Context: an optimization exercise on an open-source flow, tuned for small area. The choices shown serve that exercise and are no tape-out recipe.
The RTL was checked by simulation tests, not by an equivalence proof against the original design.
Power figures rest on the tool's default switching activity, not on a simulated workload.

==> flow/design.v <==
`default_nettype none
module rf_ring (
	input  logic clk_i,
	input  logic wen_i,
	input  logic wbit_i,
	output logic head_o
);
	logic [31:0] q;
	always_ff @(posedge clk_i) begin
		q <= {wen_i ? wbit_i : q[0], q[31:1]};
	end
	assign head_o = q[0];
endmodule
module rf_rmux (
	input  logic [31:0] v_i,
	input  logic [4:0]  sel_i,
	output logic        o
);
	assign o = v_i[sel_i];
endmodule
module sh_reg (
	input  logic        clk_i,
	input  logic        ld_i,
	input  logic [31:0] pin_i,
	input  logic        sh_i,
	input  logic        sin_i,
	output logic [31:0] q_o
);
	always_ff @(posedge clk_i) begin
		if (ld_i) q_o <= pin_i;
		else if (sh_i) q_o <= {sin_i, q_o[31:1]};
	end
endmodule
module rf_wdec (
	input  logic [4:0]  rd_i,
	input  logic        we_i,
	input  logic        all_i,
	output logic [31:1] wen_o
);
	logic [3:0] hi;
	logic [7:0] lo;
	for (genvar i = 0; i < 4; i++) begin : g_hi
		assign hi[i] = all_i | (we_i & (rd_i[4:3] == i));
	end
	for (genvar i = 0; i < 8; i++) begin : g_lo
		assign lo[i] = all_i | (rd_i[2:0] == i);
	end
	for (genvar k = 1; k < 32; k++) begin : g_w
		assign wen_o[k] = hi[k >> 3] & lo[k & 7];
	end
endmodule
`default_nettype wire
`default_nettype none
module core_top (
	input  logic        clk_i,
	input  logic        rst_n_i,
	input  logic        fetch_enable_i,
	output logic        instr_req_o,
	output logic [31:0] instr_addr_o,
	input  logic        instr_gnt_i,
	input  logic        instr_rvalid_i,
	input  logic [31:0] instr_rdata_i,
	output logic        data_req_o,
	output logic        data_we_o,
	output logic [31:0] data_addr_o,
	output logic [31:0] data_wdata_o,
	input  logic        data_gnt_i,
	input  logic        data_rvalid_i,
	input  logic [31:0] data_rdata_i,
	output logic        core_busy_o
);
	localparam logic [3:0] S_CLR   = 4'd0;   
	localparam logic [3:0] S_IDLE  = 4'd1;
	localparam logic [3:0] S_FREQ  = 4'd2;   
	localparam logic [3:0] S_FWAIT = 4'd3;   
	localparam logic [3:0] S_RDY1  = 4'd4;   
	localparam logic [3:0] S_P1    = 4'd5;   
	localparam logic [3:0] S_P2B   = 4'd6;   
	localparam logic [3:0] S_P2S   = 4'd7;   
	localparam logic [3:0] S_DREQ  = 4'd8;   
	localparam logic [3:0] S_DWAIT = 4'd9;   
	localparam logic [3:0] S_RDY3  = 4'd10;  
	localparam logic [3:0] S_P3    = 4'd11;  
	logic [3:0]  state_q, state_d;
	logic [4:0]  ph_q;
	logic        st_q;      
	logic        neq_q;     
	logic        calu_q;    
	logic        cpc_q;     
	logic [31:0] ir_q;      
	logic [4:0]  rs2_q;     
	logic [31:0] addr_q;    
	logic [31:0] head;      
	wire ph0 = (ph_q == 5'd0);
	wire ir_ld = (state_q == S_FWAIT) & instr_rvalid_i;
	wire ph31 = (ph_q == 5'd31);
	wire [6:0] opc = ir_q[6:0];
	wire [2:0] f3  = ir_q[14:12];
	wire [6:0] f7  = ir_q[31:25];
	wire [4:0] rd  = ir_q[11:7];
	wire [4:0] rs1 = ir_q[19:15];
	wire f3_alu = (f3 == 3'b000) | (f3 == 3'b100) | (f3 == 3'b110) | (f3 == 3'b111);
	wire is_lui = (opc == 7'b0110111);
	wire is_opi = (opc == 7'b0010011) & f3_alu;
	wire is_op  = (opc == 7'b0110011) & f3_alu &
		((f7 == 7'b0000000) | ((f7 == 7'b0100000) & (f3 == 3'b000)));
	wire is_ld  = (opc == 7'b0000011) & (f3 == 3'b010);
	wire is_st  = (opc == 7'b0100011) & (f3 == 3'b010);
	wire is_br  = (opc == 7'b1100011) & (f3[2:1] == 2'b00);
	wire is_jal = (opc == 7'b1101111);
	wire in_clr = (state_q == S_CLR);
	wire in_p1  = (state_q == S_P1);
	wire in_p2b = (state_q == S_P2B);
	wire in_p2s = (state_q == S_P2S);
	wire in_p3  = (state_q == S_P3);
	logic [11:0] lo_v;
	logic [19:0] hi_v;
	logic [4:0]  s_v;
	logic        m_lo, m_hi, m_s, imm;
	assign lo_v = ir_q[31:20];
	assign hi_v = ir_q[31:12];
	assign s_v  = ir_q[11:7];
	assign m_lo = lo_v[ph_q[3:0]];
	assign m_hi = hi_v[ph_q - 5'd12];
	assign m_s  = s_v[ph_q[2:0]];
	always_comb begin
		if (is_lui) imm = (ph_q >= 5'd12) ? m_hi : 1'b0;
		else if ((ph_q == 5'd0) && (is_br | is_jal)) imm = 1'b0;
		else if (ph_q <= 5'd4) imm = (is_st | is_br) ? m_s : m_lo;
		else if (ph_q <= 5'd10) imm = m_lo;
		else if (ph_q == 5'd11) imm = is_br ? ir_q[7] : is_jal ? ir_q[20] : ir_q[31];
		else if ((ph_q <= 5'd19) && is_jal) imm = m_hi;
		else imm = ir_q[31];
	end
	wire four = (ph_q == 5'd2);
	wire pc_bit = head[0];
	logic [31:0] hz;
	logic rs1_bit, rs2_bit;
	assign hz = {head[31:1], 1'b0};
	rf_rmux u_rmux_a (.v_i(hz), .sel_i(rs1), .o(rs1_bit));
	rf_rmux u_rmux_b (.v_i(hz), .sel_i(rs2_q), .o(rs2_bit));
	wire a = is_jal ? pc_bit : is_lui ? 1'b0 : rs1_bit;
	wire b0 = (is_op | is_br) ? rs2_bit : is_jal ? four : imm;
	wire sub = is_op & ir_q[30];
	wire b = b0 ^ sub;
	wire cin = ph0 ? sub : calu_q;
	wire sum = a ^ b ^ cin;
	wire cout = (a & b) | (a & cin) | (b & cin);
	logic alu;
	always_comb begin
		if (is_op | is_opi) begin
			case (f3)
				3'b100:  alu = a ^ b;
				3'b110:  alu = a | b;
				3'b111:  alu = a & b;
				default: alu = sum;
			endcase
		end else begin
			alu = sum;
		end
	end
	wire taken = neq_q ^ ~f3[0];
	logic inc;
	always_comb begin
		inc = 1'b0;
		if (in_p1) inc = is_jal ? imm : is_br ? 1'b0 : four;
		if (in_p2b) inc = taken ? imm : four;
	end
	wire cpc_in = ph0 ? 1'b0 : cpc_q;
	wire pc_sum = pc_bit ^ inc ^ cpc_in;
	wire pc_in = in_clr ? 1'b0 : pc_sum;
	wire rf_we = (in_p1 & (is_lui | is_opi | is_op | is_jal)) | (in_p3 & ~st_q);
	wire wbit = in_clr ? 1'b0 : in_p3 ? addr_q[0] : alu;
	logic [31:0] pc_q;
	always_ff @(posedge clk_i) begin
		pc_q <= {pc_in, pc_q[31:1]};
	end
	assign head[0] = pc_q[0];
	logic [31:1] wen;
	rf_wdec u_wdec (.rd_i(rd), .we_i(rf_we), .all_i(in_clr), .wen_o(wen));
	for (genvar k = 1; k < 32; k++) begin : g_rf
		rf_ring u_ring (.clk_i(clk_i), .wen_i(wen[k]), .wbit_i(wbit), .head_o(head[k]));
	end
	wire running = in_clr | in_p1 | in_p2b | in_p3;
	wire [3:0] go = fetch_enable_i ? S_FREQ : S_IDLE;
	always_comb begin
		state_d = state_q;
		case (state_q)
			S_CLR:   if (ph31) state_d = go;
			S_IDLE:  if (fetch_enable_i) state_d = S_FREQ;
			S_FREQ:  if (instr_gnt_i) state_d = S_FWAIT;
			S_FWAIT: if (instr_rvalid_i) state_d = ph31 ? S_P1 : S_RDY1;
			S_RDY1:  if (ph31) state_d = S_P1;
			S_P1:    if (ph31) state_d = is_br ? S_P2B : is_st ? S_P2S :
					is_ld ? S_DREQ : go;
			S_P2B:   if (ph31) state_d = go;
			S_P2S:   if (ph31) state_d = S_DREQ;
			S_DREQ:  if (data_gnt_i) state_d = S_DWAIT;
			S_DWAIT: if (data_rvalid_i) state_d = ph31 ? S_P3 : S_RDY3;
			S_RDY3:  if (ph31) state_d = S_P3;
			S_P3:    if (ph31) state_d = go;
			default: state_d = S_CLR;
		endcase
	end
	always_ff @(posedge clk_i or negedge rst_n_i) begin
		if (!rst_n_i) begin
			state_q <= S_CLR;
			ph_q    <= 5'd0;
		end else begin
			state_q <= state_d;
			ph_q    <= ph_q + 5'd1;
		end
	end
	always_ff @(posedge clk_i) begin
		calu_q <= cout;
		cpc_q  <= (pc_bit & inc) | (pc_bit & cpc_in) | (inc & cpc_in);
		if (in_p1) neq_q <= (ph0 ? 1'b0 : neq_q) | (a ^ b);
		if (in_p1 & ph31) st_q <= is_st;
		if (ir_ld) rs2_q <= instr_rdata_i[24:20];
	end
	sh_reg u_ir (.clk_i(clk_i), .ld_i(ir_ld), .pin_i(instr_rdata_i), .sh_i(in_p2s),
		.sin_i(rs2_bit), .q_o(ir_q));
	sh_reg u_addr (.clk_i(clk_i), .ld_i((state_q == S_DWAIT) & data_rvalid_i),
		.pin_i(data_rdata_i), .sh_i(running),
		.sin_i((in_p1 & (is_ld | is_st)) ? alu : pc_in), .q_o(addr_q));
	assign instr_req_o  = (state_q == S_FREQ);
	assign instr_addr_o = addr_q;
	assign data_req_o   = (state_q == S_DREQ);
	assign data_we_o    = st_q;
	assign data_addr_o  = addr_q;
	assign data_wdata_o = ir_q;
	assign core_busy_o  = (state_q != S_IDLE);
endmodule
`default_nettype wire
==> flow/flow/run.sh <==
#!/bin/bash
set -euo pipefail
export BUFFER_PORTS_ARGS="-buffer_cell sky130_fd_sc_hd__buf_1"
export CTS_ARGS="-sink_clustering_enable -repair_clock_nets -dont_use_dummy_load -buf_list sky130_fd_sc_hd__clkbuf_8 -sink_clustering_size 22 -sink_clustering_max_diameter 50"
bash standard.sh synth > synth.log 2>&1
export SYNTH_ODB="$PWD/orfs/results/$FLOW_PLATFORM/core_top/base/1_synth.odb"
openroad -no_init -exit flow/downsize.tcl > downsize.log 2>&1
bash standard.sh > standard_flow.log 2>&1
==> flow/flow/downsize.tcl <==
# Swap every combinational cell that synthesis sized up back to its
# smallest drive strength; flip-flops and clock cells are left alone.
# Timing slack is several ns, and later repair steps size up where needed.
read_db $::env(SYNTH_ODB)
set db [ord::get_db]
set block [[$db getChip] getBlock]
set n 0
foreach inst [$block getInsts] {
  set name [[$inst getMaster] getName]
  if {![regexp {^sky130_fd_sc_hd__([a-z0-9]+)_([0-9]+)$} $name -> fn drv]} { continue }
  if {$drv <= 1} { continue }
  if {[regexp {^(df|edf|sdf|sedf|dl|clk|tap|fill|decap|conb)} $fn]} { continue }
  foreach t {1 0} {
    set m [$db findMaster sky130_fd_sc_hd__${fn}_$t]
    if {$m ne "NULL"} {
      $inst swapMaster $m
      incr n
      break
    }
  }
}
puts "downsized $n instances"
write_db $::env(SYNTH_ODB)
==> flow/standard.sh <==
#!/bin/bash
# synth_recipe.tcl (not shown) runs the flow's synth.tcl, then flattens the netlist and writes it again
# the make line also repeats each setting of config.mk as NAME=value (left out here)
make -C /OpenROAD-flow-scripts/flow DESIGN_CONFIG=/design/flow/config.mk WORK_HOME=/design/flow/orfs CLKGATE_MAP_FILE= SYNTH_SCRIPT=/design/flow/synth_recipe.tcl "${@:-finish}"
==> flow/config.mk <==
export PLATFORM = sky130hd
export DESIGN_NAME = core_top
export DESIGN_NICKNAME = core_top
export VERILOG_FILES = /design/flow/design.v
export SDC_FILE = /design/flow/constraint.sdc
export NUM_CORES = 4
export LEC_CHECK = 0
export ABC_AREA = 1
export CAP_MARGIN = 20
export CELL_PAD_IN_SITES_DETAIL_PLACEMENT = 0
export CELL_PAD_IN_SITES_GLOBAL_PLACEMENT = 0
export CORE_MARGIN = 2
export CORE_UTILIZATION = 60
export PLACE_DENSITY = 0.7
export SLEW_MARGIN = 20
==> flow/constraint.sdc <==
create_clock -name core_clock -period 10.0 [get_ports {clk_i}]
set_input_delay 2.0000 -clock core_clock [delete_from_list [all_inputs] [get_ports {clk_i}]]
set_output_delay 2.0000 -clock core_clock [all_outputs]
set_load 0.01 [all_outputs]
==> qor.yml, run 1 <==
irDropWorstVdd_uv: 213
maxSlewHeadroom_pct: 43.5
crit_fanout: 61
drt_iter0_markers: 880
pwr-share-comb_pct: 10.4
fin_crit_ns: 3.94
critPathCaptureType: "register"
worst_ep_required_time_ns: 10.25
stdcell_count: 2537
pwr-share-seq_pct: 68.7
track_usage_pct: 18.6
ys_warn_count: 3
avgRoutedWirePerCell_um: 16.4
p_leak_nw: 11.3
clk-insertion-delay-late_ns: 0.66
clkPwrFrac_pct: 20.9
cts_root_buf: "clkbuf_8"
stdcell_area_sq_um: 28400
firstDrtPassIters: 5
drc_errors: 0
dp.cells: 2470
fmax_mhz: 254
met3_usage_pct: 3.69
p_sw_share_pct: 25.1
synthArstFlopShare_pct: 0.814
cts_resized: 0
period_share_pct: 39.4
p_int_mw: 6.33
num_vias: 12100
final_nets: 2037
antenna_left: 0
synth_ff_type: "dfxtp_1"
finalClockSkew_ns: 0.0969
grt_pass1_wl_um: 63500
cts_tree: "yes"
die_h_um: 213
cp-start-kind: "input port"
synth_area_per_cell_sq_um: 14.8
slew_viol_final: 0
hp-class: "reg -> reg"
final_hold_viol_count: 0
synth_seq_cells: 1106
clockBufferDepth: 3
cts_setup_buffers: 0
clk_pin_slew_ns: 0.11
grt_util_met2_pct: 28.3
critPathKind: "in -> reg"
first_global_vias: 11700
timing.hold.ws_ns: 0.256
grt_max_degree: 62
cts_made_buffers: 67
design.core.area_sq_um: 43100
synth_edf_count: 71
yosysSeqAreaShare_pct: 86.5
status: "finished clean"
start_util_pct: 60.9
port_buffers: 170
diodes: 0
setup-tns-final_ns: 0
h-tree-depth: 3
drv_cap: 0
drive_above_1_share_pct: 3.84
numClockSinks: 1106
vias_per_cell: 4.79
area_growth_pct: 8.08
whs_path_depth: 0
pre_cts_ws_ns: 5.51
n_fill_cell: 3008
dieArea_sq_um: 45400
syn-num-nets: 1853
p_switching_mw: 2.12
grt-ovfl-total: 0
holdBufCountCts: 0
routed_wl_um: 41600
synth_area_sq_um: 26200
gp_congestion: 0.933
worstPathArrival_ns: 4.20
ys_chip_area_sq_um: 26500
synth.distinct_cells: 44
synthCells: 1770
rsz0062_at_grt: "false"
antenna_found_initial: 0
worstMarginPinSlew_ns: 0.842
setup_viol: 0
setup_slack_ns: 6.06
boundaryPins: 171
final_util_pct: 65.8
top_usage_layer: "met2"
r2r_cells: 30
die_w_um: 213
placed_cell_area_sq_um: 27400
hpwl_um: 27800
p_per_area_nw_per_um2: 298
gr-usage-met1_pct: 25.9
power_mw: 8.45
rows: 76
## final timing paths
kind	to	slack, ns	start
max	u_ir.q_o[7]$_DFFE_PP_	6.06	instr_rvalid_i
min	g_rf[12].u_ring.q[2]$_DFF_P_	0.26	g_rf[12].u_ring.q[3]$_DFF_P_
max reg2reg	g_rf[12].u_ring.q[31]$_DFF_P_	6.12	u_ir.q_o[15]$_DFFE_PP_
min reg2reg	g_rf[12].u_ring.q[2]$_DFF_P_	0.26	g_rf[12].u_ring.q[3]$_DFF_P_
max in group asynchronous	state_q[3]$_DFFE_PN0P_	8.19	rst_n_i
min in group asynchronous	ph_q[2]$_DFF_PN0_	1.34	rst_n_i
## Yosys cell counts, types with 4 or more instances
master	number	area share, %
a21oi_1	66	1.2
a31oi_1	32	0.76
buf_2	8	0.15
buf_4	33	0.94
buf_6	4	0.17
clkbuf_1	13	0.18
dfrtp_1	9	0.85
dfxtp_1	1026	78
edfxtp_1	71	8.1
ha_1	10	0.47
inv_1	75	1.1
inv_2	13	0.18
mux2_2	32	1.4
nand2_1	143	2.0
nand2_2	6	0.14
nand3_1	41	0.77
nand4_1	6	0.14
nor2_1	46	0.65
nor3_1	7	0.13
o211ai_1	13	0.37
o21ai_0	65	1.2
o21ai_1	12	0.23
o22ai_1	6	0.14
## critical path: stages
cell      delay [ns]
buf_1           0.09
inv_1           0.07
nor2_4          0.10
buf_4           0.47
clkinv_1        0.43
nand2_1         0.60
buf_4           0.39
## routing by layer
layer,wire length (um),share of wire [%]
met1,19900,48
met2,18300,44
met3,1970,4.7
met4,1490,3.6
met5,0,0
## kinds of logic after synthesis
kind of cell | after synthesis | share of synthesized area (%)
mux | 32 | 1.36
simple gates | 257 | 4.19
compound gates | 209 | 4.49
xor+xnor | 3 | 0.0993
flops | 1106 | 86.5
buf+inv | 151 | 2.76
fa+ha+maj | 12 | 0.624
## sequential cells by signal, indices dropped and copies added, names as in the netlist
name	flops
st_q	1
u_ir.q_o	32
u_addr.q_o	32
state_q	4
g_rf.u_ring.q	992
pc_q	32
cpc_q	1
rs2_q	5
calu_q	1
neq_q	1
ph_q	5
## cell usage in the layout, fill, tap and decap left out
cell type,instances
nor2_1,46
o211ai_1,13
a31oi_1,32
buf_1,170
o21ai_1,14
xor2_1,2
mux2_1,32
a21oi_1,68
clkinv_1,2
a211oi_1,1
buf_4,6
fa_1,2
nand4_1,8
edfxtp_1,71
nand2_1,149
a2111oi_0,1
nand3_1,41
o22ai_1,6
nor3_1,10
dfxtp_1,1026
xnor2_1,1
o211a_1,1
o32ai_1,1
clkbuf_8,67
o311ai_0,2
a32o_1,1
inv_1,88
nor2_4,1
a32oi_1,1
o31ai_1,1
nor4_1,2
o221ai_1,1
dfrtp_1,9
o21ai_0,65
ha_1,10
o21ai_2,1
## final cells by class
class	count	area, sq um	area share (%)
Timing Repair Buffer	176	683	2.41
Sequential cell	1106	22900	80.8
Clock buffer	67	922	3.25
Tap cell	585	732	2.58
Inverter	90	338	1.19
Multi-Input combinational cell	513	2780	9.81
## power groups by stage
stage	registers (mW)	clock network, mW	logic (mW)
after global placement	5.88	0	0.876
after floorplan	5.79	0	0.562
final	5.81	1.77	0.881
after global routing	5.89	1.99	0.975
after CTS	5.82	1.84	0.886
after detailed placement	5.90	0	0.883
==> run 2: changes to the inputs <==
--- a/flow/flow/run.sh
+++ b/flow/flow/run.sh
@@ -4,3 +4,4 @@
 export CTS_ARGS="-sink_clustering_enable -repair_clock_nets -dont_use_dummy_load -buf_list sky130_fd_sc_hd__clkbuf_8 -sink_clustering_size 22 -sink_clustering_max_diameter 50"
-bash standard.sh synth > synth.log 2>&1
+sed "s|SYNTH_SCRIPT=[^ ]*|SYNTH_SCRIPT=$PWD/flow/my_synth.tcl|" standard.sh > my_synth.sh
+bash my_synth.sh synth > synth.log 2>&1
 export SYNTH_ODB="$PWD/orfs/results/$FLOW_PLATFORM/core_top/base/1_synth.odb"
==> flow/flow/area.abc (new file) <==
strash
dc2
dch -f
map -a
topo
dnsize -c
==> flow/flow/my_synth.tcl (new file) <==
# The standard synthesis (synth_recipe.tcl), with one change: abc maps
# the combinational logic with the area script flow/area.abc instead of
# ORFS's own. Flip-flops are mapped before abc runs, so they are unchanged.
set flow_dir [file dirname [file normalize [info script]]]
proc abc {args} {
  global flow_dir
  set i [lsearch $args -script]
  if {$i >= 0} { lset args [expr {$i + 1}] [file join $flow_dir area.abc] }
  yosys abc {*}$args
}
source [file join [file dirname $flow_dir] synth_recipe.tcl]
==> qor.yml, run 2 <==
yosysMostFrequentCell: "dfxtp_1"
synth_edf_count: 71  # unchanged
path_common_cell: "nor2_1"
reg2reg_slack_ns: 5.26  # -0.86 ns
rsz0062_at_grt: "false"
crit_slowest_cell: "nor4_1"
finalClockSkew_ns: 0.103  # +0.00562 ns
die_w_um: 212  # -0.50%
p_per_area_nw_per_um2: 295  # -1.0%
clockBufferDepth: 3  # unchanged
syn-num-nets: 1825  # -1.5%
fin_crit_ns: 4.74  # +0.794 ns
n_fill_cell: 3044  # +1.2%
clk_pin_slew_ns: 0.12  # about the same
cts_setup_buffers: 0  # unchanged
irDropWorstVdd_uv: 207  # -2.9%
synth_seq_cells: 1106  # unchanged
gp_congestion: 0.886  # -5.0%
max_stage_delay_ns: 0.77  # +0.17 ns
routed_wl_um: 41500  # -0.16%
largest_reg_flops: 992  # unchanged
h-tree-depth: 3  # unchanged
clk-insertion-delay-late_ns: 0.65  # about the same
largest-register: "g_rf.u_ring.q"
cts_resized: 0  # unchanged
synthTopCellsByArea: "dfxtp_1 (79%), edfxtp_1 (8.2%), nand2_1 (2.5%)"
timing.hold.ws_ns: 0.251  # -0.00575 ns
synth_top_area_share_pct: 78.7  # +1.2 points
drt_iter0_markers: 874  # -0.68%
area_growth_pct: 8.93
holdBufCountCts: 0  # unchanged
cp-start-kind: "register"
final_common_cell: "dfxtp_1"
cts_made_buffers: 67  # unchanged
drive_above_1_share_pct: 4.45  # +0.61 points
drv_cap: 0  # unchanged
crit_fanout: 31  # -49%
synth_top_family_by_area: "compound AO/OA/AOI/OAI gates"
synth_ff_type: "dfxtp_1"
ys_warn_count: 3  # unchanged
first_global_vias: 11700  # -0.20%
num_vias: 12100  # -0.23%
synth_top_cell_by_area: "dfxtp_1"
firstDrtPassIters: 5  # unchanged
port_buffers: 170  # unchanged
synth_compound_area_share_pct: 5.09  # +0.60 points
muxShareOfSynthArea_pct: 0.120  # -1.2 points
layout_common_cells: "dfxtp_1 (1026), nand2_1 (177), buf_1 (170)"
maxSlewHeadroom_pct: 27.0  # -16 points
rows: 76  # unchanged
dieArea_sq_um: 45000  # -0.99%
drc_errors: 0  # unchanged
setup_viol: 0  # unchanged
grt_pass1_wl_um: 63100  # -0.64%
numClockSinks: 1106  # unchanged
hp-class: "reg -> reg"
synthXorXnorAreaFrac_pct: 0.134  # +0.035 points
slew_viol_final: 0  # unchanged
synth.distinct_cells: 35  # -20%
critPathCaptureType: "register"
cts_root_buf: "clkbuf_8"
grt-ovfl-total: 0  # unchanged
ys_chip_area_sq_um: 26100  # -1.5%
antenna_found_initial: 5  # +5
synth_common_cells: "dfxtp_1 (1026), nand2_1 (177), clkinv_1 (79)"
diodes: 0  # unchanged
status: "finished clean"
worstPathArrival_ns: 5.19  # +0.99 ns
start_util_pct: 60.6  # -0.35 points
setup-tns-final_ns: 0  # unchanged
track_usage_pct: 18.4  # -0.18 points
synth_area_per_cell_sq_um: 14.9  # +0.58%
die_h_um: 212  # -0.50%
synth-simple-area-share_pct: 4.20  # +0.0050 points
antenna_left: 0  # unchanged
grt_max_degree: 64  # +3.2%
period_share_pct: 47.4  # +7.9 points
crit_family: "simple AND/OR/NAND/NOR gates"
synthCells: 1742  # -1.6%
cts_tree: "yes"
boundaryPins: 171  # unchanged
final_hold_viol_count: 0  # unchanged
avgRoutedWirePerCell_um: 16.4  # -0.31%
p_leak_nw: 11.0  # -2.2%
yosysSeqAreaShare_pct: 87.8  # +1.3 points
critPathKind: "reg -> reg"
synthArstFlopShare_pct: 0.814  # unchanged
path_buf_inv: 4  # -1
design.core.area_sq_um: 42900  # -0.44%
hpwl_um: 27100  # -2.7%
worst_ep_required_time_ns: 10.46  # +0.21 ns
final_nets: 2041  # +0.20%
synth_area_sq_um: 26000  # -1.0%
synth-adder-area-share_pct: 0.633  # +0.0093 points
fmax_mhz: 211  # -17%
crit_chain: "clkinv_1 > nor2_1 > nand2_1 > nor2_1 > clkinv_1 > nor4_1 > nor2_1 > and3_1 > o32ai_1 > a21oi_1 > nor2_1 > nor3_1 > a21oi_1 > xor2_1 > clkinv_1 > fa_1 > mux2i_1 > o21ai_2 > buf_4 > a31oi_1"
worstMarginPinSlew_ns: 1.09  # +0.244 ns
vias_per_cell: 4.77  # -0.39%
==> run 2: cell count changes after synthesis, sizes merged, moves of 6 or more <==
cell and change:
a21oi +8, a31oi +6, buf -16, clkbuf -13
clkinv +77, inv -88, mux2 -31, nand2 +28
nand3 -23, nor2 +15, o211ai -9, o21ai -11
o31ai +11
==> run 2: layer usage <==
layer / vias to the layer above / routed length (um) / global-route usage (%)
li1: 6044 / - / -
met1: 5696 / 20200 / 26.5
met2: 253 / 18000 / 27.0
met3: 110 / 1770 / 3.78
met4: 10 / 1510 / 8.67
met5: - / 56 / 0
==> run 2: metrics by stage <==
stage	cells	worst slack (ns)	power (mW)	util, %	cell area, sq um
global route	2541	4.86	8.74	66.0	28300
floorplan	1742	3.77	6.20	-	26000
CTS	2541	5.24	8.42	65.9	28300
finish	2541	5.26	8.35	66.0	28300
global placement	2474	5.49	6.62	63.7	27300
detailed placement	2474	5.29	6.66	63.8	27300
==> run 2: cell type report <==
cell class              instances  area [sq um]  area share, %
flip-flops and latches       1106         22900           80.9
multi-input cells             525          2730           9.66
clock buffers                  67           922           3.26
well taps                     585           732           2.59
repair buffers                179           706           2.49
inverters                      79           297           1.05
==> run 2: report_power, final <==
part	internal [mW]	total, mW	switching (mW)
sequential	5.38	5.70	0.315
clock	0.609	1.77	1.17
combinational	0.260	0.879	0.618
==> run 2: path summary, 6_finish.rpt <==
kind	from	end	cells past startpoint
max	u_ir.q_o[1]$_DFFE_PP_	g_rf[7].u_ring.q[31]$_DFF_P_	20
min in group asynchronous	rst_n_i	ph_q[3]$_DFF_PN0_	1
max in group asynchronous	rst_n_i	state_q[3]$_DFFE_PN0P_	1
min	g_rf[27].u_ring.q[31]$_DFF_P_	g_rf[27].u_ring.q[30]$_DFF_P_	0
min reg2reg	g_rf[27].u_ring.q[31]$_DFF_P_	g_rf[27].u_ring.q[30]$_DFF_P_	0
max reg2reg	u_ir.q_o[1]$_DFFE_PP_	g_rf[7].u_ring.q[31]$_DFF_P_	20
==> run 2: kinds of logic after synthesis <==
logic type / count (synthesis)
fa+ha+maj: 12
flops: 1106
xor+xnor: 4
compound gates: 230
buf+inv: 111
simple gates: 276
mux: 3
==> run 2: worst reg2reg max path, cell delays in order (launching register included) <==
cell	delay (ns)
edfxtp_1	0.37
clkinv_1	0.08
nor2_1	0.19
nand2_1	0.07
nor2_1	0.14
clkinv_1	0.13
nor4_1	0.77
nor2_1	0.21
and3_1	0.21
o32ai_1	0.24
a21oi_1	0.15
nor2_1	0.11
nor3_1	0.05
a21oi_1	0.15
xor2_1	0.24
clkinv_1	0.16
fa_1	0.52
mux2i_1	0.11
o21ai_2	0.16
buf_4	0.33
a31oi_1	0.18
==> run 3: changes to the inputs <==
==> flow/flow/area.abc (replaced) <==
strash
dch -f
amap
topo
dnsize -c
==> qor.yml, run 3 <==
cts_resized: 0  # unchanged
worst_ep_required_time_ns: 10.57  # +0.11 ns
dieArea_sq_um: 44600  # -0.73%
grt_max_degree: 55  # -14%
ys_chip_area_sq_um: 25900  # -0.74%
status: "finished clean"
largest-register: "g_rf.u_ring.q"
period_share_pct: 54.2  # +6.9 points
track_usage_pct: 18.6  # +0.18 points
antenna_found_initial: 2  # -3
synth_common_cells: "dfxtp_1 (1026), nor2_1 (122), edfxtp_1 (71)"
setup-tns-final_ns: 0  # unchanged
largest_reg_flops: 992  # unchanged
first_global_vias: 11300  # -3.1%
stdcell_area_sq_um: 27900  # -1.5%
synthTopCellsByArea: "dfxtp_1 (79%), edfxtp_1 (8.2%), nor2_1 (1.8%)"
muxShareOfSynthArea_pct: 0  # -0.12 points
synth-simple-area-share_pct: 3.04  # -1.2 points
worstPathArrival_ns: 5.99  # +0.80 ns
synth_top_cell_by_area: "dfxtp_1"
path_common_cell: "nor2_1"
final_hold_viol_count: 0  # unchanged
irDropWorstVdd_uv: 205  # -1.1%
fin_crit_ns: 5.42  # +0.685 ns
setup_viol: 0  # unchanged
regArea_sq_um: 22900  # unchanged
design.core.area_sq_um: 42100  # -1.8%
grt-ovfl-total: 0  # unchanged
cts_tree: "yes"
slew_viol_final: 0  # unchanged
h-tree-depth: 2  # -1
hpwl_um: 27900  # +3.3%
clk-insertion-delay-late_ns: 0.70  # +0.05 ns
synth.distinct_cells: 39  # +11%
clockBufferDepth: 3  # unchanged
layout_common_cells: "dfxtp_1 (1026), buf_1 (170), nor2_1 (121)"
synth-adder-area-share_pct: 0.638  # +0.0047 points
pre_cts_ws_ns: 4.64  # -0.658 ns
cts_setup_buffers: 0  # unchanged
vias_per_cell: 4.92  # +3.3%
boundaryPins: 171  # unchanged
synth_compound_area_share_pct: 6.15  # +1.1 points
yosysMostFrequentCell: "dfxtp_1"
dp.cells: 2310  # -6.6%
finalClockSkew_ns: 0.129  # +0.0267 ns
cp-start-kind: "register"
clk_pin_slew_ns: 0.12  # about the same
drc_errors: 0  # unchanged
antenna_left: 0  # unchanged
area_growth_pct: 8.11
synthArstFlopShare_pct: 0.814  # unchanged
die_h_um: 211  # -0.37%
maxSlewHeadroom_pct: 27.0  # about the same
n_fill_cell: 2953  # -3.0%
synth_area_sq_um: 25800  # -0.74%
hp-class: "reg -> reg"
critPathKind: "reg -> reg"
synth_seq_cells: 1106  # unchanged
start_util_pct: 61.2  # +0.62 points
critPathCaptureType: "register"
port_buffers: 170  # unchanged
synth_edf_count: 71  # unchanged
p_per_area_nw_per_um2: 336  # +14%
crit_fanout: 31  # unchanged
fmax_mhz: 184  # -13%
cts_made_buffers: 59  # -12%
rsz0062_at_grt: "false"
grt_pass1_wl_um: 62900  # -0.32%
final_nets: 1916  # -6.1%
multi_input_area_sq_um: 2570  # -6.1%
ys_warn_count: 3  # unchanged
worstMarginPinSlew_ns: 1.09  # -0.000438 ns
numClockSinks: 1106  # unchanged
p_leak_nw: 10.8  # -2.0%
drv_cap: 0  # unchanged
synth_top_area_share_pct: 79.3  # +0.59 points
gp_congestion: 0.924  # +4.3%
cts_root_buf: "clkbuf_8"
final_common_cell: "dfxtp_1"
stdcell_count: 2373  # -6.6%
max_stage_delay_ns: 0.61  # -0.16 ns
syn-num-nets: 1712  # -6.2%
drive_above_1_share_pct: 3.71  # -0.73 points
synth_top_family_by_area: "compound AO/OA/AOI/OAI gates"
avgRoutedWirePerCell_um: 17.5  # +7.0%
synthCells: 1629  # -6.5%
firstDrtPassIters: 5  # unchanged
crit_family: "compound AO/OA/AOI/OAI gates"
synth_area_per_cell_sq_um: 15.8  # +6.1%
die_w_um: 211  # -0.37%
drt_iter0_markers: 753  # -14%
yosysSeqAreaShare_pct: 88.4  # +0.65 points
path_buf_inv: 5  # +1
crit_slowest_cell: "dfrtp_1"
synth_ff_type: "dfxtp_1"
holdBufCountCts: 0  # unchanged
setup_slack_ns: 4.58  # -0.685 ns
rows: 75  # -1.3%
placed_cell_area_sq_um: 27000  # -1.2%
synthXorXnorAreaFrac_pct: 0  # -0.13 points
routed_wl_um: 41500  # about the same
num_vias: 11700  # -3.5%
==> run 3: cell types whose count changed in the layout (fill, tap and decap cells not counted), moves of 7 or more <==
| cell | before | now |
|---|---|---|
| a31oi_1 | 38 | 17 |
| o22a_1 | 0 | 45 |
| o221ai_1 | 3 | 14 |
| nor3_1 | 9 | 16 |
| o21ai_0 | 67 | 19 |
| o22ai_1 | 8 | 24 |
| a21oi_1 | 76 | 64 |
| clkbuf_8 | 67 | 59 |
| nor2_1 | 60 | 121 |
| nand2_1 | 177 | 23 |
| a22oi_1 | 1 | 17 |
| clkinv_1 | 79 | 57 |
==> run 3: worst paths after layout <==
check                                               from                             to  slack [ns]  cells after the start
min in group asynchronous                        rst_n_i              ph_q[3]$_DFF_PN0_        1.40                      1
hold / removal             g_rf[20].u_ring.q[13]$_DFF_P_  g_rf[20].u_ring.q[12]$_DFF_P_        0.23                      0
hold reg to reg            g_rf[20].u_ring.q[13]$_DFF_P_  g_rf[20].u_ring.q[12]$_DFF_P_        0.23                      0
max in group asynchronous                        rst_n_i         state_q[1]$_DFFE_PN0P_        8.07                      1
setup / recovery                       ph_q[0]$_DFF_PN0_  g_rf[14].u_ring.q[31]$_DFF_P_        4.58                     27
setup reg to reg                       ph_q[0]$_DFF_PN0_  g_rf[14].u_ring.q[31]$_DFF_P_        4.58                     27
==> run 3: logic make-up (layout without fill, tap and decap cells) <==
group                      after synthesis  after routing
and+or+nand+nor                        190            190
AOI/OAI and AO/OA                      232            232
DFF                                   1106           1106
adders and majority gates               12             12
other                                    0              3
buffers and inverters                   89            291
==> run 3: power by group <==
group / total, mW / internal (mW) / leakage (nW) / switching, mW
logic: 0.954 / 0.325 / 1.11 / 0.629
clock network: 1.68 / 0.532 / 0.424 / 1.15
registers: 6.73 / 6.18 / 9.25 / 0.557
==> run 3: layout make-up <==
cell class,count,area share [%]
antenna,3,0.0269
clock buffer,59,2.91
inverter,57,0.768
multi-input combinational,434,9.21
sequential,1106,82.2
tap,539,2.42
timing repair buffer,175,2.50
==> run 3: metrics by stage <==
step / total power, mW / util [%] / hold slack (ns)
detailed placement: 7.78 / 64.1 / 0.312
global placement: 7.71 / 64.1 / 0.311
global route: 9.85 / 66.1 / 0.205
floorplan: 7.20 / - / 0.310
finish: 9.37 / 66.1 / 0.228
CTS: 9.45 / 66.0 / 0.222
==> run 3: worst reg2reg max path, cell delays in order, from the launching register on <==
cell	delay [ns]
dfrtp_1	0.61
clkinv_1	0.54
a22oi_1	0.37
o22ai_1	0.11
a222oi_1	0.26
o21ai_0	0.16
a22oi_1	0.29
nand2_1	0.08
o211ai_1	0.09
nand3_1	0.10
a32oi_1	0.21
nor2_1	0.07
nand2_1	0.07
clkinv_1	0.05
nor2_1	0.21
nor2_1	0.07
o32ai_1	0.37
nor2_1	0.09
a21oi_1	0.18
clkinv_1	0.14
ha_1	0.30
clkinv_1	0.07
o22ai_1	0.16
nor2_1	0.05
a21oi_1	0.22
o21ai_2	0.08
buf_4	0.25
a21oi_1	0.19
==> run 3: metal layers <==
layer	up-vias	GRT usage (%)	share of wire, %
met5	-	0	0
met4	0	8.38	3.9
met3	85	4.09	6.2
met2	344	28.6	43
met1	5488	25.6	47
li1	5770	-	-
==> run 4: changes to the inputs <==
==> flow/flow/area.abc (replaced) <==
strash
dc2
strash
dch -f
amap -m
topo
dnsize -c
==> qor.yml, run 4 <==
cts_setup_buffers: 0  # unchanged
fin_crit_ns: 5.34  # -0.0795 ns
stdcell_count: 2371  # -0.084%
track_usage_pct: 17.9  # -0.72 points
hpwl_um: 26300  # -5.9%
critPathKind: "reg -> reg"
h-tree-depth: 3  # +1
p_leak_nw: 10.8  # +0.16%
cp-start-kind: "register"
power_mw: 8.48  # -9.5%
design.core.area_sq_um: 42100  # unchanged
dp.cells: 2305  # -0.22%
clk-insertion-delay-late_ns: 0.62  # -0.08 ns
final_util_pct: 66.2  # +0.077 points
crit_fanout: 31  # unchanged
drc_errors: 0  # unchanged
irDropWorstVdd_uv: 191  # -6.9%
final_common_cell: "dfxtp_1"
synth_top_area_share_pct: 79.4  # +0.081 points
dieArea_sq_um: 44600  # about the same
ys_warn_count: 3  # unchanged
gp_congestion: 0.841  # -9.0%
cts_tree: "yes"
rows: 75  # unchanged
routed_wl_um: 40000  # -3.7%
drive_above_1_share_pct: 3.98  # +0.27 points
whs_path_depth: 0  # unchanged
syn-num-nets: 1705  # -0.41%
cts_root_buf: "clkbuf_8"
grt-ovfl-total: 0  # unchanged
diodes: 0  # -3
largest_reg_flops: 992  # unchanged
finalClockSkew_ns: 0.0733  # -0.0560 ns
layout_common_cells: "dfxtp_1 (1026), buf_1 (170), nor2_1 (99)"
firstDrtPassIters: 5  # unchanged
synthCells: 1622  # -0.43%
multi_input_area_sq_um: 2540  # -1.1%
period_share_pct: 53.4  # -0.79 points
grt_max_degree: 39  # -29%
synth_seq_cells: 1106  # unchanged
setup-tns-final_ns: 0  # unchanged
yosysMostFrequentCell: "dfxtp_1"
vias_per_cell: 4.92  # about the same
crit_family: "compound AO/OA/AOI/OAI gates"
cp.depth: 25  # -7.4%
clockBufferDepth: 3  # unchanged
antenna_found_initial: 1  # -1
area_growth_pct: 8.35
max_stage_delay_ns: 0.67  # +0.06 ns
rsz0062_at_grt: "false"
largest-register: "g_rf.u_ring.q"
path_buf_inv: 3  # -2
synthArstFlopShare_pct: 0.814  # unchanged
final_hold_viol_count: 0  # unchanged
crit_slowest_cell: "dfrtp_1"
r2r_cells: 25  # -7.4%
synth_edf_count: 71  # unchanged
maxSlewHeadroom_pct: 34.0  # +7.0 points
synth_top_cell_by_area: "dfxtp_1"
antenna_left: 0  # unchanged
synth_area_sq_um: 25700  # -0.10%
die_w_um: 211  # about the same
grt_pass1_wl_um: 60800  # -3.3%
port_buffers: 170  # unchanged
die_h_um: 211  # about the same
first_global_vias: 11300  # -0.50%
p_per_area_nw_per_um2: 304  # -9.6%
cts_resized: 0  # unchanged
hp-class: "reg -> reg"
slew_viol_final: 0  # unchanged
worstMarginPinSlew_ns: 0.981  # -0.104 ns
cts_made_buffers: 66  # +12%
synth_area_per_cell_sq_um: 15.9  # +0.33%
clk_pin_slew_ns: 0.11  # about the same
synth_ff_type: "dfxtp_1"
synth.distinct_cells: 40  # +2.6%
drv_cap: 0  # unchanged
regArea_sq_um: 22900  # unchanged
n_fill_cell: 2944  # -0.30%
avgRoutedWirePerCell_um: 16.9  # -3.6%
num_vias: 11700  # -0.15%
synth_common_cells: "dfxtp_1 (1026), nor2_1 (99), edfxtp_1 (71)"
start_util_pct: 61.1  # -0.062 points
synthTopCellsByArea: "dfxtp_1 (79%), edfxtp_1 (8.2%), nor2_1 (1.4%)"
ys_chip_area_sq_um: 25900  # -0.10%
numClockSinks: 1106  # unchanged
status: "finished clean"
worst_ep_required_time_ns: 10.48  # -0.09 ns
drt_iter0_markers: 869  # +15%
final_nets: 1917  # +0.052%
fmax_mhz: 187  # +1.5%
holdBufCountCts: 0  # unchanged
critPathCaptureType: "register"
worstPathArrival_ns: 5.83  # -0.16 ns
boundaryPins: 171  # unchanged
setup_viol: 0  # unchanged
yosysSeqAreaShare_pct: 88.5  # +0.090 points
run 4: changes by cell type after synthesis, sizes merged, moves of 4 or more:
cell,change
a21oi,-25
o22ai,-6
a31oi,+4
o21ai,+29
o22a,-42
a22oi,-12
a22o,+36
nand2,+21
clkinv,-4
nor3,-6
nor2,-23
o221ai,+11
run 4: logic make-up after synthesis:
family	after synthesis	share of synthesized area, %
DFF	1106	88.5
AOI/OAI and AO/OA	228	6.00
and+or+nand+nor	189	3.07
buffers and inverters	85	1.70
adders and majority gates	12	0.638
muxes	2	0.0871
run 4: worst paths after layout:
kind | end | slack, ns | startpoint
worst max-delay path | g_rf[17].u_ring.q[31]$_DFF_P_ | 4.66 | ph_q[0]$_DFF_PN0_
worst min-delay path | g_rf[31].u_ring.q[8]$_DFF_P_ | 0.27 | g_rf[31].u_ring.q[9]$_DFF_P_
worst max register to register | g_rf[17].u_ring.q[31]$_DFF_P_ | 4.66 | ph_q[0]$_DFF_PN0_
worst min register to register | g_rf[31].u_ring.q[8]$_DFF_P_ | 0.27 | g_rf[31].u_ring.q[9]$_DFF_P_
max in group asynchronous | ph_q[3]$_DFF_PN0_ | 8.29 | rst_n_i
min in group asynchronous | state_q[1]$_DFFE_PN0P_ | 1.32 | rst_n_i
run 4: per-layer routing:
| metal | vias up | wire [um] | track usage [%] |
|---|---|---|---|
| met1 | 5464 | 19400 | 26.0 |
| met3 | 119 | 2020 | 3.84 |
| met4 | 0 | 1810 | 9.40 |
| li1 | 5769 | - | - |
| met5 | - | 0 | 0 |
| met2 | 317 | 16700 | 25.3 |
run 4: stage by stage:
stage,worst slack (ns),hold slack (ns),instance area [sq um]
6_report,4.66,0.267,27900
3_5_place_dp,4.80,0.312,27000
4_1_cts,4.79,0.267,27900
3_3_place_gp,4.94,0.310,27000
5_1_grt,4.19,0.252,27900
2_1_floorplan,5.18,0.310,25700
run 4: cell type report:
class,instances,area share (%)
multi-input cells,431,9.09
repair buffers,176,2.45
clock buffers,66,3.26
well taps,539,2.42
flip-flops and latches,1106,82.1
inverters,53,0.713
run 4: worst register-to-register path: stages, from the launching register on:
cell,delay [ns]
dfrtp_1,0.67
clkinv_1,0.55
a22oi_1,0.33
o22a_1,0.16
o21ai_0,0.08
nor2b_1,0.14
o21ai_0,0.14
o41ai_1,0.13
o221ai_1,0.20
a31oi_1,0.11
nor2_1,0.12
a211oi_1,0.05
nor2b_1,0.24
nor2_1,0.06
o41ai_1,0.35
nand2_1,0.08
o21ai_0,0.20
clkinv_1,0.14
ha_1,0.20
nor2_1,0.10
a211oi_1,0.06
o31ai_1,0.43
a21oi_1,0.16
o21ai_2,0.10
buf_4,0.33
a21oi_1,0.13
run 4: power breakdown:
group / internal [mW] / switching [mW]
Combinational: 0.263 / 0.594
Sequential: 5.52 / 0.338
Clock: 0.600 / 1.16
Total: 6.38 / 2.10
==> run 5: changes to the inputs <==
--- a/flow/design.v
+++ b/flow/design.v
@@ -78,3 +78,2 @@
 	localparam logic [3:0] S_P2B   = 4'd6;   
-	localparam logic [3:0] S_P2S   = 4'd7;   
 	localparam logic [3:0] S_DREQ  = 4'd8;   
@@ -90,2 +89,3 @@
 	logic [31:0] ir_q;      
+	logic [4:0]  rs1_q;     
 	logic [4:0]  rs2_q;     
@@ -100,12 +100,11 @@
 	wire [4:0] rd  = ir_q[11:7];
-	wire [4:0] rs1 = ir_q[19:15];
 	wire f3_alu = (f3 == 3'b000) | (f3 == 3'b100) | (f3 == 3'b110) | (f3 == 3'b111);
-	wire is_lui = (opc == 7'b0110111);
-	wire is_opi = (opc == 7'b0010011) & f3_alu;
-	wire is_op  = (opc == 7'b0110011) & f3_alu &
+	wire is_lui = ~st_q & (opc == 7'b0110111);
+	wire is_opi = ~st_q & (opc == 7'b0010011) & f3_alu;
+	wire is_op  = ~st_q & (opc == 7'b0110011) & f3_alu &
 		((f7 == 7'b0000000) | ((f7 == 7'b0100000) & (f3 == 3'b000)));
-	wire is_ld  = (opc == 7'b0000011) & (f3 == 3'b010);
-	wire is_st  = (opc == 7'b0100011) & (f3 == 3'b010);
-	wire is_br  = (opc == 7'b1100011) & (f3[2:1] == 2'b00);
-	wire is_jal = (opc == 7'b1101111);
+	wire is_ld  = ~st_q & (opc == 7'b0000011) & (f3 == 3'b010);
+	wire is_br  = ~st_q & (opc == 7'b1100011) & (f3[2:1] == 2'b00);
+	wire is_jal = ~st_q & (opc == 7'b1101111);
+	wire st_dec = (instr_rdata_i[6:0] == 7'b0100011) & (instr_rdata_i[14:12] == 3'b010);
 	wire in_clr = (state_q == S_CLR);
@@ -113,3 +112,2 @@
 	wire in_p2b = (state_q == S_P2B);
-	wire in_p2s = (state_q == S_P2S);
 	wire in_p3  = (state_q == S_P3);
@@ -126,5 +124,6 @@
 	always_comb begin
-		if (is_lui) imm = (ph_q >= 5'd12) ? m_hi : 1'b0;
+		if (st_q) imm = (ph_q <= 5'd4) ? ir_q[7] : (ph_q <= 5'd10) ? ir_q[20] : neq_q;
+		else if (is_lui) imm = (ph_q >= 5'd12) ? m_hi : 1'b0;
 		else if ((ph_q == 5'd0) && (is_br | is_jal)) imm = 1'b0;
-		else if (ph_q <= 5'd4) imm = (is_st | is_br) ? m_s : m_lo;
+		else if (ph_q <= 5'd4) imm = is_br ? m_s : m_lo;
 		else if (ph_q <= 5'd10) imm = m_lo;
@@ -139,3 +138,3 @@
 	assign hz = {head[31:1], 1'b0};
-	rf_rmux u_rmux_a (.v_i(hz), .sel_i(rs1), .o(rs1_bit));
+	rf_rmux u_rmux_a (.v_i(hz), .sel_i(rs1_q), .o(rs1_bit));
 	rf_rmux u_rmux_b (.v_i(hz), .sel_i(rs2_q), .o(rs2_bit));
@@ -193,6 +192,4 @@
 			S_RDY1:  if (ph31) state_d = S_P1;
-			S_P1:    if (ph31) state_d = is_br ? S_P2B : is_st ? S_P2S :
-					is_ld ? S_DREQ : go;
+			S_P1:    if (ph31) state_d = is_br ? S_P2B : (is_ld | st_q) ? S_DREQ : go;
 			S_P2B:   if (ph31) state_d = go;
-			S_P2S:   if (ph31) state_d = S_DREQ;
 			S_DREQ:  if (data_gnt_i) state_d = S_DWAIT;
@@ -216,7 +213,11 @@
 		cpc_q  <= (pc_bit & inc) | (pc_bit & cpc_in) | (inc & cpc_in);
-		if (in_p1) neq_q <= (ph0 ? 1'b0 : neq_q) | (a ^ b);
-		if (in_p1 & ph31) st_q <= is_st;
-		if (ir_ld) rs2_q <= instr_rdata_i[24:20];
-	end
-	sh_reg u_ir (.clk_i(clk_i), .ld_i(ir_ld), .pin_i(instr_rdata_i), .sh_i(in_p2s),
+		if (ir_ld) neq_q <= instr_rdata_i[31];
+		else if (in_p1 & ~st_q) neq_q <= (ph0 ? 1'b0 : neq_q) | (a ^ b);
+		if (ir_ld) begin
+			st_q  <= st_dec;
+			rs1_q <= instr_rdata_i[19:15];
+			rs2_q <= instr_rdata_i[24:20];
+		end
+	end
+	sh_reg u_ir (.clk_i(clk_i), .ld_i(ir_ld), .pin_i(instr_rdata_i), .sh_i(in_p1 & st_q),
 		.sin_i(rs2_bit), .q_o(ir_q));
@@ -224,3 +225,3 @@
 		.pin_i(data_rdata_i), .sh_i(running),
-		.sin_i((in_p1 & (is_ld | is_st)) ? alu : pc_in), .q_o(addr_q));
+		.sin_i((in_p1 & (is_ld | st_q)) ? alu : pc_in), .q_o(addr_q));
 	assign instr_req_o  = (state_q == S_FREQ);
==> flow/flow/run.sh (replaced) <==
#!/bin/bash
set -euo pipefail
export BUFFER_PORTS_ARGS="-buffer_cell sky130_fd_sc_hd__buf_1"
export CTS_ARGS="-sink_clustering_enable -repair_clock_nets -dont_use_dummy_load -buf_list sky130_fd_sc_hd__clkbuf_8 -sink_clustering_size 22 -sink_clustering_max_diameter 50"
bash standard.sh > standard_flow.log 2>&1
removed: flow/flow/area.abc
removed: flow/flow/downsize.tcl
removed: flow/flow/my_synth.tcl
==> qor.yml, run 5 <==
multi_input_area_sq_um: 3070  # +21%
irDropWorstVdd_uv: 185  # -2.9%
r2r_cells: 16  # -36%
n_fill_cell: 3283  # +12%
worstReg2RegEnd: "g_rf[6].u_ring.q[31]$_DFF_P_"
path_buf_inv: 2  # -1
diodes: 0  # unchanged
p_per_area_nw_per_um2: 278  # -8.6%
hold_end: "g_rf[18].u_ring.q[29]$_DFF_P_"
synth_ff_type: "dfxtp_1"
critPathLaunch: "rs2_q[0]$_DFFE_PP_"
cts_made_buffers: 68  # +3.0%
cts_setup_buffers: 0  # unchanged
largest-register: "g_rf.u_ring.q"
track_usage_pct: 18.1  # +0.22 points
setup_viol: 0  # unchanged
grt_max_degree: 35  # -10%
timing.hold.ws_ns: 0.290  # +0.0227 ns
holdCritStartpoint: "g_rf[18].u_ring.q[30]$_DFF_P_"
holdBufCountCts: 0  # unchanged
design.core.area_sq_um: 44100  # +4.7%
slew_viol_final: 0  # unchanged
gp_congestion: 0.870  # +3.5%
yosysMostFrequentCell: "dfxtp_1"
worstMarginPinSlew_ns: 0.954  # -0.0270 ns
synthTopCellsByArea: "dfxtp_1 (77%), edfxtp_1 (8.5%), nand2_1 (2.8%)"
ys_warn_count: 3  # unchanged
num_vias: 12200  # +4.9%
synth_common_cells: "dfxtp_1 (1026), nand2_1 (203), inv_1 (79)"
avgRoutedWirePerCell_um: 15.9  # -5.5%
regArea_sq_um: 23000  # +0.66%
rsz0062_at_grt: "false"
whs_path_depth: 0  # unchanged
grt_pass1_wl_um: 64600  # +6.3%
numClockSinks: 1111  # +0.45%
start_util_pct: 60.7  # -0.39 points
cts_resized: 0  # unchanged
dp.cells: 2511  # +8.9%
path_common_cell: "nand2_1"
synthArstFlopShare_pct: 0.810  # -0.0037 points
h-tree-depth: 3  # unchanged
clk-insertion-delay-late_ns: 0.68  # +0.06 ns
final_common_cell: "dfxtp_1"
synth_area_sq_um: 26800  # +4.1%
area_growth_pct: 7.43
synth_edf_count: 76  # +7.0%
synth_area_per_cell_sq_um: 14.9  # -6.3%
maxSlewHeadroom_pct: 35.7  # +1.7 points
die_h_um: 215  # +2.0%
synth.distinct_cells: 52  # +30%
max_stage_delay_ns: 0.70  # +0.03 ns
worst_ep_required_time_ns: 10.53  # +0.05 ns
clockBufferDepth: 3  # unchanged
synth_top_cell_by_area: "dfxtp_1"
drv_cap: 0  # unchanged
hp-class: "reg -> reg"
fin_crit_ns: 4.13  # -1.21 ns
p_leak_nw: 11.4  # +5.9%
clk_pin_slew_ns: 0.12  # about the same
drt_iter0_markers: 715  # -18%
r2r_start: "rs2_q[0]$_DFFE_PP_"
routed_wl_um: 41100  # +2.8%
die_w_um: 215  # +2.0%
finalClockSkew_ns: 0.102  # +0.0285 ns
synthCells: 1801  # +11%
final_nets: 2072  # +8.1%
first_global_vias: 11900  # +5.4%
yosysSeqAreaShare_pct: 86.0  # -2.5 points
period_share_pct: 41.3  # -12 points
antenna_left: 0  # unchanged
drive_above_1_share_pct: 7.65  # +3.7 points
cts_root_buf: "clkbuf_8"
vias_per_cell: 4.75  # -3.6%
crit_family: "compound AO/OA/AOI/OAI gates"
grt-ovfl-total: 0  # unchanged
synth_seq_cells: 1111  # +0.45%
worstPathArrival_ns: 4.66  # -1.17 ns
antenna_found_initial: 2  # +1
final_hold_viol_count: 0  # unchanged
critPathKind: "reg -> reg"
fmax_mhz: 242  # +29%
firstDrtPassIters: 5  # unchanged
largest_reg_flops: 992  # unchanged
drc_errors: 0  # unchanged
stdcell_count: 2579  # +8.8%
reg2reg_slack_ns: 5.87  # +1.21 ns
dieArea_sq_um: 46400  # +4.0%
syn-num-nets: 1884  # +10%
setup-tns-final_ns: 0  # unchanged
layout_common_cells: "dfxtp_1 (1026), nand2_1 (203), buf_1 (170)"
boundaryPins: 171  # unchanged
crit_slowest_cell: "edfxtp_1"
critPathCaptureType: "register"
status: "finished clean"
cp-start-kind: "register"
synth_top_area_share_pct: 76.7  # -2.7 points
rows: 77  # +2.7%
hpwl_um: 27200  # +3.6%
cts_tree: "yes"
crit_fanout: 31  # unchanged
crit_chain: "inv_1 > o21ai_0 > o21ai_0 > o211ai_1 > nand2_1 > o21ai_0 > nand2_1 > nand3_1 > nand2_1 > fa_1 > nand2_1 > o21ai_1 > a21oi_2 > o21ai_4 > buf_4 > o21ai_2"
port_buffers: 170  # unchanged
power_mw: 7.99  # -5.7%
## run 5: worst reg2reg max path, cell delays in order (launching register included)
cell and delay, ns:
edfxtp_1 0.70, inv_1 0.31, o21ai_0 0.23, o21ai_0 0.09, o211ai_1 0.16, nand2_1 0.07
o21ai_0 0.58, nand2_1 0.20, nand3_1 0.13, nand2_1 0.10, fa_1 0.51, nand2_1 0.05
o21ai_1 0.13, a21oi_2 0.10, o21ai_4 0.07, buf_4 0.47, o21ai_2 0.13
## run 5: cell type report
type | instances | area share [%]
multi-input cells | 550 | 10.7
repair buffers | 176 | 2.37
flip-flops and latches | 1111 | 80.1
clock buffers | 68 | 3.25
well taps | 592 | 2.57
inverters | 82 | 1.07
## run 5: report_power, final
group          internal, mW  switching [mW]  total (mW)
clock network         0.617            1.18        1.80
logic                 0.241           0.549       0.790
registers              5.17           0.241        5.41
## run 5: cells by family (layout without fill, tap and decap cells)
| logic type | Yosys count | after routing | share of synthesized area [%] |
|---|---|---|---|
| XOR/XNOR | 4 | 4 | 0.131 |
| buffers and inverters | 140 | 326 | 2.56 |
| flip-flops | 1111 | 1111 | 86.0 |
| AND/OR/NAND/NOR | 335 | 335 | 5.23 |
| adder cells (fa/ha/maj) | 12 | 12 | 0.616 |
| AO/OA/AOI/OAI | 165 | 165 | 4.02 |
| multiplexers | 34 | 34 | 1.41 |
## run 5: per-stage QoR
step / utilization (%) / instance area (sq um) / worst slack [ns]
after floorplan: - / 26800 / 5.92
after global placement: 63.1 / 27800 / 6.06
after detailed placement: 63.1 / 27800 / 6.02
after CTS: 65.2 / 28800 / 6.01
after global routing: 65.2 / 28800 / 5.59
final: 65.2 / 28800 / 5.87
## run 5: worst max path at each step
stage / to / slack [ns] / depth (start not counted)
2_1_floorplan: u_ir.q_o[0]$_DFFE_PP_ / 5.92 / 3
3_3_place_gp: g_rf[9].u_ring.q[31]$_DFF_P_ / 6.06 / 24
3_5_place_dp: g_rf[6].u_ring.q[31]$_DFF_P_ / 6.02 / 16
4_1_cts: g_rf[6].u_ring.q[31]$_DFF_P_ / 6.01 / 16
5_1_grt: g_rf[6].u_ring.q[31]$_DFF_P_ / 5.59 / 27
6_report: g_rf[6].u_ring.q[31]$_DFF_P_ / 5.87 / 16
## run 5: layer usage
| layer | track usage, % | part of all wire [%] | routed length, um | up-vias |
|---|---|---|---|---|
| met5 | 0 | 0.056 | 23 | - |
| met4 | 6.05 | 2.7 | 1130 | 4 |
| met2 | 26.7 | 42 | 17300 | 336 |
| li1 | - | - | - | 6075 |
| met1 | 26.2 | 49 | 20100 | 5745 |
| met3 | 4.73 | 6.1 | 2520 | 79 |

[afterwards: timing with drivers on the ports]
How much do the figures lean on ideal ports? The routed layouts below were timed once more, with nothing changed but the port constraints.
Step 1: set_driving_cell puts a clkbuf_16 on clk_i and a buf_2 on each other input, an assumption about the parent block.
Step 2 also shifts input and output timing later by t, the mid clock arrival at the registers, as if the neighbouring blocks saw the same clock.
Slacks: ideal ports / drivers / drivers and shift; pairs: ideal ports / drivers.
run	shift t [ns]	setup WS [ns]	worst hold slack (ns)
run 1	0.664	6.056 / 6.077 / 5.412	0.256 / 0.256 / 0.256
run 2	0.652	5.262 / 5.262 / 5.262	0.251 / 0.251 / 0.251
run 3	0.692	4.577 / 4.577 / 4.577	0.228 / 0.228 / 0.228
run 4	0.653	4.656 / 4.656 / 4.656	0.267 / 0.267 / 0.267
run 5	0.679	5.868 / 5.868 / 5.868	0.290 / 0.290 / 0.290
After both steps every run listed still meets setup and hold. The setup slack of run 1, which loses most, moves by +0.021 ns with the drivers and by -0.644 ns with both steps.
